This is an optimization exercise on Yosys and OpenROAD, whose aim is small area, not a production implementation.
Function was checked by simulation only, so behaviour that the tests miss may differ from the original.
Power is estimated from default activity; no workload was simulated.

===== flow/run.sh =====
#!/bin/bash
# synth_recipe.tcl (not shown) runs the flow's synth.tcl, then flattens the netlist and writes it again
# the make line also repeats each setting of config.mk as NAME=value (left out here)
make -C /OpenROAD-flow-scripts/flow DESIGN_CONFIG=/design/flow/config.mk WORK_HOME=/design/flow/orfs CLKGATE_MAP_FILE= SYNTH_SCRIPT=/design/flow/synth_recipe.tcl finish

===== flow/config.mk =====
export PLATFORM = sky130hd
export DESIGN_NAME = pg_top
export DESIGN_NICKNAME = pg_top
export VERILOG_FILES = /design/flow/design.v
export SDC_FILE = /design/flow/constraint.sdc
export NUM_CORES = 4
export LEC_CHECK = 0
export CAP_MARGIN = 20
export CORE_MARGIN = 2
export CORE_UTILIZATION = 40
export SLEW_MARGIN = 20

===== flow/constraint.sdc =====
create_clock -name core_clock -period 5.0 [get_ports {i_EMUCLK}]
set_input_delay 1.0000 -clock core_clock [delete_from_list [all_inputs] [get_ports {i_EMUCLK}]]
set_output_delay 1.0000 -clock core_clock [all_outputs]
set_load 0.01 [all_outputs]

===== flow/design.v =====
package pg_format_pkg;
    localparam int pitch_w     = 13;
    localparam int pdelta_w    = 17;
    localparam int phase_w     = 20;
    localparam int out_phase_w = 10;
    localparam int fnum_base_w = 12;
    typedef struct packed {
        logic [3:0] mcand;
        logic       calcmode;
    } inc_mode1_t;
    typedef struct packed {
        logic [2:0] mcand;
        logic       no_plus4;
        logic       calcmode;
    } inc_mode0_t;
    typedef union packed {
        inc_mode1_t m1;
        inc_mode0_t m0;
    } inc_word_u;
endpackage
package pg_table_pkg;
    function automatic logic [16:0] fnum_rom(input logic [5:0] idx);
        case (idx)
            6'h00: fnum_rom = {12'b010100_010011, 5'b00111};
            6'h01: fnum_rom = {12'b010100_100110, 5'b00111};
            6'h02: fnum_rom = {12'b010100_111001, 5'b00111};
            6'h03: fnum_rom = {12'b010101_001100, 5'b01001};
            6'h04: fnum_rom = {12'b010101_100000, 5'b01001};
            6'h05: fnum_rom = {12'b010101_110100, 5'b01001};
            6'h06: fnum_rom = {12'b010110_001000, 5'b01011};
            6'h07: fnum_rom = {12'b010110_011101, 5'b01001};
            6'h08: fnum_rom = {12'b010110_110010, 5'b01011};
            6'h09: fnum_rom = {12'b010111_000111, 5'b01011};
            6'h0A: fnum_rom = {12'b010111_011101, 5'b01101};
            6'h0B: fnum_rom = {12'b010111_110011, 5'b01101};
            6'h10: fnum_rom = {12'b011000_001001, 5'b01101};
            6'h11: fnum_rom = {12'b011000_011111, 5'b01101};
            6'h12: fnum_rom = {12'b011000_110110, 5'b01111};
            6'h13: fnum_rom = {12'b011001_001101, 5'b01111};
            6'h14: fnum_rom = {12'b011001_100101, 5'b01111};
            6'h15: fnum_rom = {12'b011001_111100, 5'b10001};
            6'h16: fnum_rom = {12'b011010_010101, 5'b10001};
            6'h17: fnum_rom = {12'b011010_101101, 5'b10001};
            6'h18: fnum_rom = {12'b011011_000110, 5'b10011};
            6'h19: fnum_rom = {12'b011011_011111, 5'b10011};
            6'h1A: fnum_rom = {12'b011011_111001, 5'b10101};
            6'h1B: fnum_rom = {12'b011100_010011, 5'b10101};
            6'h20: fnum_rom = {12'b011100_101101, 5'b10101};
            6'h21: fnum_rom = {12'b011101_001000, 5'b10111};
            6'h22: fnum_rom = {12'b011101_100011, 5'b10111};
            6'h23: fnum_rom = {12'b011101_111110, 5'b11001};
            6'h24: fnum_rom = {12'b011110_011010, 5'b11001};
            6'h25: fnum_rom = {12'b011110_110111, 5'b11001};
            6'h26: fnum_rom = {12'b011111_010011, 5'b11011};
            6'h27: fnum_rom = {12'b011111_110000, 5'b11101};
            6'h28: fnum_rom = {12'b100000_001110, 5'b11101};
            6'h29: fnum_rom = {12'b100000_101100, 5'b11101};
            6'h2A: fnum_rom = {12'b100001_001010, 5'b11111};
            6'h2B: fnum_rom = {12'b100001_101001, 5'b11111};
            6'h30: fnum_rom = {12'b100010_001001, 5'b11111};
            6'h31: fnum_rom = {12'b100010_101000, 5'b11110};
            6'h32: fnum_rom = {12'b100011_001001, 5'b11110};
            6'h33: fnum_rom = {12'b100011_101001, 5'b11110};
            6'h34: fnum_rom = {12'b100100_001011, 5'b11110};
            6'h35: fnum_rom = {12'b100100_101100, 5'b11110};
            6'h36: fnum_rom = {12'b100101_001110, 5'b11100};
            6'h37: fnum_rom = {12'b100101_110001, 5'b11100};
            6'h38: fnum_rom = {12'b100110_010100, 5'b11100};
            6'h39: fnum_rom = {12'b100110_111000, 5'b11100};
            6'h3A: fnum_rom = {12'b100111_011100, 5'b11100};
            6'h3B: fnum_rom = {12'b101000_000001, 5'b11100};
            default: fnum_rom = '0;
        endcase
    endfunction
    function automatic logic [11:0] fnum_base_lookup(input logic [5:0] idx);
        logic [16:0] entry;
        entry = fnum_rom(idx);
        fnum_base_lookup = entry[16:5];
    endfunction
    function automatic logic [4:0] fnum_inc_lookup(input logic [5:0] idx);
        logic [16:0] entry;
        entry = fnum_rom(idx);
        fnum_inc_lookup = entry[4:0];
    endfunction
    function automatic logic [3:0] dt1_intensity_offset(input logic [1:0] dt1_lo);
        case (dt1_lo)
            2'd0: dt1_intensity_offset = 4'd0;
            2'd1: dt1_intensity_offset = 4'd8;
            2'd2: dt1_intensity_offset = 4'd10;
            default: dt1_intensity_offset = 4'd11;
        endcase
    endfunction
    function automatic logic [4:0] dt1_base_lookup(input logic odd, input logic [1:0] sel);
        case ({odd, sel})
            3'b0_00: dt1_base_lookup = 5'b10000;
            3'b0_01: dt1_base_lookup = 5'b10001;
            3'b0_10: dt1_base_lookup = 5'b10011;
            3'b0_11: dt1_base_lookup = 5'b10100;
            3'b1_00: dt1_base_lookup = 5'b10110;
            3'b1_01: dt1_base_lookup = 5'b11000;
            3'b1_10: dt1_base_lookup = 5'b11011;
            default: dt1_base_lookup = 5'b11101;
        endcase
    endfunction
endpackage
`timescale 1ns/1ps
import pg_format_pkg::*;
import pg_table_pkg::*;
module pg_fnum_path
(
    input  logic                i_EMUCLK,
    input  logic                i_rst,
    input  logic [6:0]          i_kc,
    input  logic [5:0]          i_kf,
    output logic [pdelta_w-1:0] o_shifted_pdelta
);
    logic [pitch_w-1:0]     pitch;
    logic [fnum_base_w-1:0] base_s1;
    pg_format_pkg::inc_word_u              inc_s1;
    logic [3:0]             mult_s1;
    logic [4:0]             shift_s1;
    logic [4:0]             lead;
    logic [6:0]             inc_sum;
    logic [fnum_base_w-1:0] base_s2;
    logic [6:0]             inc_s2;
    logic [4:0]             shift_s2;
    logic [fnum_base_w-1:0] fnum_s3;
    logic [4:0]             shift_s3;
    assign pitch = {i_kc, i_kf};
    always_comb begin
        if (inc_s1.m1.calcmode) begin
            lead = {1'b1, inc_s1.m1.mcand};
            inc_sum = 7'(lead & {5{mult_s1[3]}})
                    + 7'((lead >> 1) & {5{mult_s1[2]}})
                    + 7'((lead >> 2) & {5{mult_s1[1]}})
                    + 7'((lead >> 3) & {5{mult_s1[0]}});
        end else begin
            lead = {1'b1, inc_s1.m0.mcand, 1'b1};
            inc_sum = 7'(lead & {5{mult_s1[3]}})
                    + 7'((lead >> 1) & {5{mult_s1[2]}})
                    + 7'((lead >> 3) & {5{mult_s1[0]}})
                    + ((&mult_s1[3:2] && !inc_s1.m0.no_plus4) ? 7'd4 : 7'd0)
                    + (mult_s1[3] ? 7'd1 : 7'd0)
                    + (mult_s1[1] ? 7'd8 : 7'd0)
                    + (mult_s1[0] ? 7'd2 : 7'd0);
        end
    end
    always_ff @(posedge i_EMUCLK) begin
        if (i_rst) begin
            base_s1  <= '0;
            inc_s1   <= '0;
            mult_s1  <= '0;
            shift_s1 <= '0;
            base_s2  <= '0;
            inc_s2   <= '0;
            shift_s2 <= '0;
        end else begin
            base_s1  <= pg_table_pkg::fnum_base_lookup(pitch[9:4]);
            inc_s1   <= pg_table_pkg::fnum_inc_lookup(pitch[9:4]);
            mult_s1  <= pitch[3:0];
            shift_s1 <= pitch[12:8];
            base_s2  <= base_s1;
            inc_s2   <= inc_sum;
            shift_s2 <= shift_s1;
        end
    end
    always_ff @(posedge i_EMUCLK) begin
        if (i_rst) begin
            fnum_s3          <= '0;
            shift_s3         <= '0;
            o_shifted_pdelta <= '0;
        end else begin
            fnum_s3  <= base_s2 + {6'b0, inc_s2[6:1]};
            shift_s3 <= shift_s2;
            case (shift_s3[4:2])
                3'd0: o_shifted_pdelta <= {7'b0, fnum_s3[11:2]};
                3'd1: o_shifted_pdelta <= {6'b0, fnum_s3[11:1]};
                3'd2: o_shifted_pdelta <= {5'b0, fnum_s3};
                3'd3: o_shifted_pdelta <= {4'b0, fnum_s3, 1'b0};
                3'd4: o_shifted_pdelta <= {3'b0, fnum_s3, 2'b0};
                3'd5: o_shifted_pdelta <= {2'b0, fnum_s3, 3'b0};
                3'd6: o_shifted_pdelta <= {1'b0, fnum_s3, 4'b0};
                default: o_shifted_pdelta <= {fnum_s3, 5'b0};
            endcase
        end
    end
endmodule
`timescale 1ns/1ps
import pg_format_pkg::*;
import pg_table_pkg::*;
module pg_detune_path
(
    input  logic                i_EMUCLK,
    input  logic                i_rst,
    input  logic [6:0]          i_kc,
    input  logic [2:0]          i_dt1,
    input  logic [3:0]          i_mul,
    output logic [pdelta_w-1:0] o_detune_value,
    output logic [3:0]          o_mul,
    output logic [4:0]          o_eg_shift
);
    logic [4:0] shift_s1, shift_s2, shift_s3;
    logic [2:0] dt1_s1;
    logic [3:0] mul_s1, mul_s2, mul_s3;
    logic [4:0] intensity;
    logic [1:0] base_sel;
    logic [4:0] intensity_s2;
    logic [4:0] base_s2;
    logic       neg_s2, neg_s3;
    logic       zero_s2;
    logic [4:0] mag_s3;
    logic [pdelta_w-1:0] mag_ext;
    assign intensity = {2'b00, shift_s1[4:2]} + {1'b0, pg_table_pkg::dt1_intensity_offset(dt1_s1[1:0])} + 5'd1;
    assign base_sel  = (shift_s1 >= 5'd28) ? 2'd0 : shift_s1[1:0];
    assign mag_ext   = {{(pdelta_w-5){1'b0}}, mag_s3};
    always_ff @(posedge i_EMUCLK) begin
        if (i_rst) begin
            shift_s1       <= '0;
            dt1_s1         <= '0;
            mul_s1         <= '0;
            intensity_s2   <= '0;
            base_s2        <= '0;
            neg_s2         <= 1'b0;
            zero_s2        <= 1'b0;
            shift_s2       <= '0;
            mul_s2         <= '0;
            mag_s3         <= '0;
            neg_s3         <= 1'b0;
            shift_s3       <= '0;
            mul_s3         <= '0;
            o_detune_value <= '0;
            o_eg_shift     <= '0;
            o_mul          <= '0;
        end else begin
            shift_s1 <= i_kc[6:2];
            dt1_s1   <= i_dt1;
            mul_s1   <= i_mul;
            intensity_s2 <= intensity;
            base_s2      <= pg_table_pkg::dt1_base_lookup(intensity[0], base_sel);
            neg_s2       <= dt1_s1[2];
            zero_s2      <= (dt1_s1[1:0] == 2'b00);
            shift_s2     <= shift_s1;
            mul_s2       <= mul_s1;
            if (zero_s2) begin
                mag_s3 <= '0;
            end else begin
                case (intensity_s2[4:1])
                    4'd5: mag_s3 <= {4'b0, base_s2[4]};
                    4'd6: mag_s3 <= {3'b0, base_s2[4:3]};
                    4'd7: mag_s3 <= {2'b0, base_s2[4:2]};
                    4'd8: mag_s3 <= {1'b0, base_s2[4:1]};
                    4'd9: mag_s3 <= base_s2;
                    default: mag_s3 <= '0;
                endcase
            end
            neg_s3   <= neg_s2;
            shift_s3 <= shift_s2;
            mul_s3   <= mul_s2;
            o_detune_value <= neg_s3 ? (~mag_ext + 1'b1) : mag_ext;
            o_eg_shift     <= shift_s3;
            o_mul          <= mul_s3;
        end
    end
endmodule
`timescale 1ns/1ps
import pg_format_pkg::*;
module pg_phase_accum
#(
    parameter int phase_slots = 32
) (
    input  logic                   i_EMUCLK,
    input  logic                   i_rst,
    input  logic [pdelta_w-1:0]    i_shifted_pdelta,
    input  logic [pdelta_w-1:0]    i_detune_value,
    input  logic [3:0]             i_mul,
    input  logic                   i_phase_rst,
    output logic [out_phase_w-1:0] o_phase
);
    logic [3:0]             rst_align;
    logic                   rst_s1, rst_s2;
    logic [pdelta_w-1:0]    sum_s1;
    logic [3:0]             mul_s1;
    logic [pdelta_w+3:0]    prod_full;
    logic [phase_w-1:0]     prod_s2;
    logic [phase_w-1:0]     phase_q;
    logic [phase_w-1:0]     ring [0:phase_slots-2];
    assign prod_full = {4'b0, sum_s1} * {{pdelta_w{1'b0}}, mul_s1};
    always_ff @(posedge i_EMUCLK) begin
        if (i_rst) begin
            rst_align <= '0;
            rst_s1    <= 1'b0;
            rst_s2    <= 1'b0;
            sum_s1    <= '0;
            mul_s1    <= '0;
            prod_s2   <= '0;
            phase_q   <= '0;
        end else begin
            rst_align <= {rst_align[2:0], i_phase_rst};
            rst_s1    <= rst_align[3];
            rst_s2    <= rst_s1;
            sum_s1 <= i_shifted_pdelta + i_detune_value;
            mul_s1 <= i_mul;
            if (mul_s1 == 4'd0) begin
                prod_s2 <= phase_w'(sum_s1 >> 1);
            end else begin
                prod_s2 <= prod_full[phase_w-1:0];
            end
            if (rst_s2) begin
                phase_q <= '0;
            end else begin
                phase_q <= ring[phase_slots-2] + prod_s2;
            end
        end
    end
    always_ff @(posedge i_EMUCLK) begin
        if (i_rst) begin
            for (int i = 0; i < phase_slots - 1; i++) begin
                ring[i] <= '0;
            end
        end else begin
            ring[0] <= phase_q;
            for (int i = 1; i < phase_slots - 1; i++) begin
                ring[i] <= ring[i-1];
            end
        end
    end
    assign o_phase = phase_q[phase_w-1:phase_w-out_phase_w]; 
endmodule
`timescale 1ns/1ps
module pg_top #(
    parameter int phase_slots = 32
) (
    input  logic       i_EMUCLK,
    input  logic       i_rst,
    input  logic [6:0] i_kc,
    input  logic [5:0] i_kf,
    input  logic [2:0] i_dt1,
    input  logic [3:0] i_mul,
    input  logic       i_phase_rst,
    output logic [9:0] o_phase,
    output logic [4:0] o_eg_shift
);
    logic [16:0] shifted_pdelta;
    logic [16:0] detune_value;
    logic [3:0]  mul_d;
    pg_fnum_path u_fnum_path (
        .i_EMUCLK         (i_EMUCLK),
        .i_rst            (i_rst),
        .i_kc             (i_kc),
        .i_kf             (i_kf),
        .o_shifted_pdelta (shifted_pdelta)
    );
    pg_detune_path u_detune_path (
        .i_EMUCLK       (i_EMUCLK),
        .i_rst          (i_rst),
        .i_kc           (i_kc),
        .i_dt1          (i_dt1),
        .i_mul          (i_mul),
        .o_detune_value (detune_value),
        .o_mul          (mul_d),
        .o_eg_shift     (o_eg_shift)
    );
    pg_phase_accum #(
        .phase_slots (phase_slots)
    ) u_phase_accum (
        .i_EMUCLK         (i_EMUCLK),
        .i_rst            (i_rst),
        .i_shifted_pdelta (shifted_pdelta),
        .i_detune_value   (detune_value),
        .i_mul            (mul_d),
        .i_phase_rst      (i_phase_rst),
        .o_phase          (o_phase)
    );
endmodule

==> notes.md <==
metrics by stage:
step / instance area, um^2 / std cells / hold slack (ns) / power, mW
global route: 32700 / 3724 / 0.442 / 14.0
global placement: 29700 / 3569 / 0.415 / 7.13
floorplan: 28600 / 2718 / 0.414 / 7.03
finish: 32700 / 3726 / 0.424 / 13.4
detailed placement: 29700 / 3569 / 0.420 / 7.13
CTS: 32600 / 3723 / 0.429 / 13.6
flip-flops by register name, summed over array words and instances, names as in the netlist, 6 cells and up:
signal and count:
u_phase_accum.phase_q 20, u_phase_accum.prod_s2 20, u_fnum_path.base_s2 12, u_phase_accum.ring 620, u_fnum_path.inc_s2 6, u_phase_accum.sum_s1 17, u_fnum_path.base_s1 12, u_detune_path.o_detune_value 9
u_fnum_path.fnum_s3 12, u_fnum_path.o_shifted_pdelta 17
kinds of logic after synthesis:
logic type | synth area share, %
flops | 57.5
buf+inv | 3.43
simple gates | 22.4
compound gates | 6.91
mux | 1.37
fa+ha+maj | 7.12
xor+xnor | 1.32
report_power, final:
part | switching (mW) | internal, mW | leakage (nW)
clock network | 2.58 | 3.86 | 1.45
logic | 0.229 | 0.125 | 5.17
registers | 0.0439 | 6.59 | 6.62
worst max-delay path, stage by stage (launching register included):
cell	delay, ns
dfxtp_1	0.71
nand2_1	0.16
fa_1	0.58
inv_1	0.06
fa_1	0.50
ha_1	0.32
a211oi_1	0.28
o21ai_0	0.23
a211o_1	0.36
a21oi_1	0.28
o21ai_0	0.19
mux2i_1	0.14
metal layers:
layer	GRT usage, %	up-vias
met1	18.5	7865
met4	5.13	0
li1	-	8720
met2	21.2	288
met5	0	-
met3	3.01	114
area by class of cell:
cell class | count | area (um^2) | share of cell area (%)
sequential | 820 | 16400 | 50.3
multi-input combinational | 1648 | 11200 | 34.2
antenna | 2 | 5.00 | 0.0153
inverter | 113 | 424 | 1.30
timing repair buffer | 49 | 510 | 1.56
clock buffer | 120 | 2480 | 7.59
tap | 940 | 1180 | 3.60
clock inverter | 34 | 478 | 1.46
placed cells by master, fill, tap and decap left out, types with 21 or more instances in the layout:
master and instances:
a21oi_1 102, nand2_1 127, dfxtp_1 820, nor2_1 114, nand3_1 29, o21ai_0 69, mux2i_1 21, fa_1 44
ha_1 92, clkdlybuf4s50_1 36, clkbuf_16 86, and2_1 52, xor2_1 22, xnor2_1 21, inv_1 111, nor2b_1 710
nor3_1 38
final timing paths:
path / slack, ns / to / from
setup / recovery: 1.08 / u_phase_accum.prod_s2[17] / u_phase_accum.mul_s1[3]
hold / removal: 0.42 / u_phase_accum.ring[15][10] / u_phase_accum.ring[14][10]
setup reg to reg: 1.08 / u_phase_accum.prod_s2[17] / u_phase_accum.mul_s1[3]
hold reg to reg: 0.42 / u_phase_accum.ring[15][10] / u_phase_accum.ring[14][10]
==> flow_metrics.env <==
export IMPL_cts_buffers=85
export IMPL_clockBufferDepth=3
export IMPL_fp_dieW_um=271
export IMPL_setup_viol=0
export IMPL_fin_crit_sh_pct=78.4
export IMPL_hold_viol=0
export IMPL_path_class="flop to flop"
export IMPL_cts_setup_buffers=0
export IMPL_crit_path_end_kind="flop"
export IMPL_grt_pass1_vias=16900
export IMPL_hold_class="flop to flop"
export IMPL_h_tree_depth=3
export IMPL_synth_edf_count=0
export IMPL_pre_cts_slack_ns=1.08
export IMPL_rsz0062_at_grt="no"
export IMPL_reg2regPathDepth=11
export IMPL_wirelength_um=49600
export IMPL_worst_slack_ns=1.08
export IMPL_clkTransAtPathRegs_ns=0.06
export IMPL_layout_drive_gt1_share_pct=6.25
export IMPL_worstPathArrival_ns=4.43
export IMPL_clock_sinks=820
export IMPL_synthTopCellsByArea="dfxtp_1 57%, nor2b_1 16%, ha_1 4.0%"
export IMPL_wire_per_inst_um=13.3
export IMPL_max_freq_mhz=255
export IMPL_start_util_pct=40.6
export IMPL_status="complete, no violations"
export IMPL_first_iter_violations=874
export IMPL_syn_area_per_cell_um2=10.5
export IMPL_synth_sequential_area_ratio_pct=57.5
export IMPL_syn2layout_area_growth_pct=14.4
export IMPL_synth_common_cells="820 x dfxtp_1, 710 x nor2b_1, 127 x nand2_1"
export IMPL_peakVddDrop_v=0.000249
export IMPL_die_area_mm2=0.0735
export IMPL_wl_met3_um=1910
export IMPL_wl_met2_um=21600
export IMPL_p_per_area_mw_per_mm2=411
export IMPL_insertion_delay_ns=0.63
export IMPL_fin_tns_setup_ns=0
export IMPL_hold_buffers=0
export IMPL_yosysUniqueCellTypes=69
export IMPL_synthCells=2718
export IMPL_yosysWarnings=4
export IMPL_vias=17000
export IMPL_gr_total_overflow=0
export IMPL_highest_layer="met4"
export IMPL_core_area_mm2=0.0704
export IMPL_track_usage_pct=13.6
export IMPL_slew_viol_final=0
export IMPL_finalNetCount=2876
export IMPL_fillers=6590
export IMPL_worstMarginPinSlew_ns=1.15
export IMPL_p_leak_nw=13.2
export IMPL_synth_area_mm2=0.0286
export IMPL_syn_num_nets=2877
export IMPL_num_rows=97
export IMPL_grt_max_degree=206
export IMPL_synth_most_common_cell="dfxtp_1"
export IMPL_die_y_um=271
export IMPL_maxCapViolCount=0
export IMPL_synth_seq_cells=820
export IMPL_post_route_min_period_ns=3.92
export IMPL_hpwl_um=30800
export IMPL_antenna_found_initial=0
export IMPL_required_ns=5.51
export IMPL_yosys_most_used_dff="dfxtp_1"
export IMPL_io_buffers=37
export IMPL_cts_resized=0
export IMPL_relSlewSlack_pct=22.6
export IMPL_pin_count=38
export IMPL_worstHoldPathCells=1
export IMPL_crit_fanout=19
export IMPL_cts_tree="yes"
export IMPL_clockRootBuffer="clkbuf_16"
export IMPL_start_kind="flop"
export IMPL_gp_congestion=0.813
export IMPL_post_synth_top_area_fraction_pct=57.5
export IMPL_synth_top_cell_by_area="dfxtp_1"
export IMPL_wirelength_met1_um=24600
export IMPL_skew_ns=0.0301
export IMPL_grt_pass1_wl_um=83700
export IMPL_drc_errors=0
export IMPL_viasPerCell=4.56
export IMPL_final_util_pct=46.4
export IMPL_firstDrtPassIters=6
export IMPL_antenna_left=0
export IMPL_ys_async_sr_fraction_pct=0

-- afterwards: timing with drivers on the ports --
The flow's constraints put no driver on any port. The routed layout listed below was extracted and timed again, unchanged, in two steps. Step 1 assumes that a clkbuf_16 drives the clock port and a buf_2 every other input. Step 2 times the ports against the registers' clock, not the clock port: input delays grow and output delays shrink by t, the midpoint of the rising clock arrivals with the driver on. Three values: no drivers, after step 1, after step 2; two values: the first two.
t, ns: 0.677
slack for setup (ns): 1.078 / 1.078 / 1.078
clock arrival spread, ns: 0.034 / 0.035
After both steps setup and hold are still met in this run. The setup slack of this run moves by 0.000 ns with the drivers and by 0.000 ns with both steps.
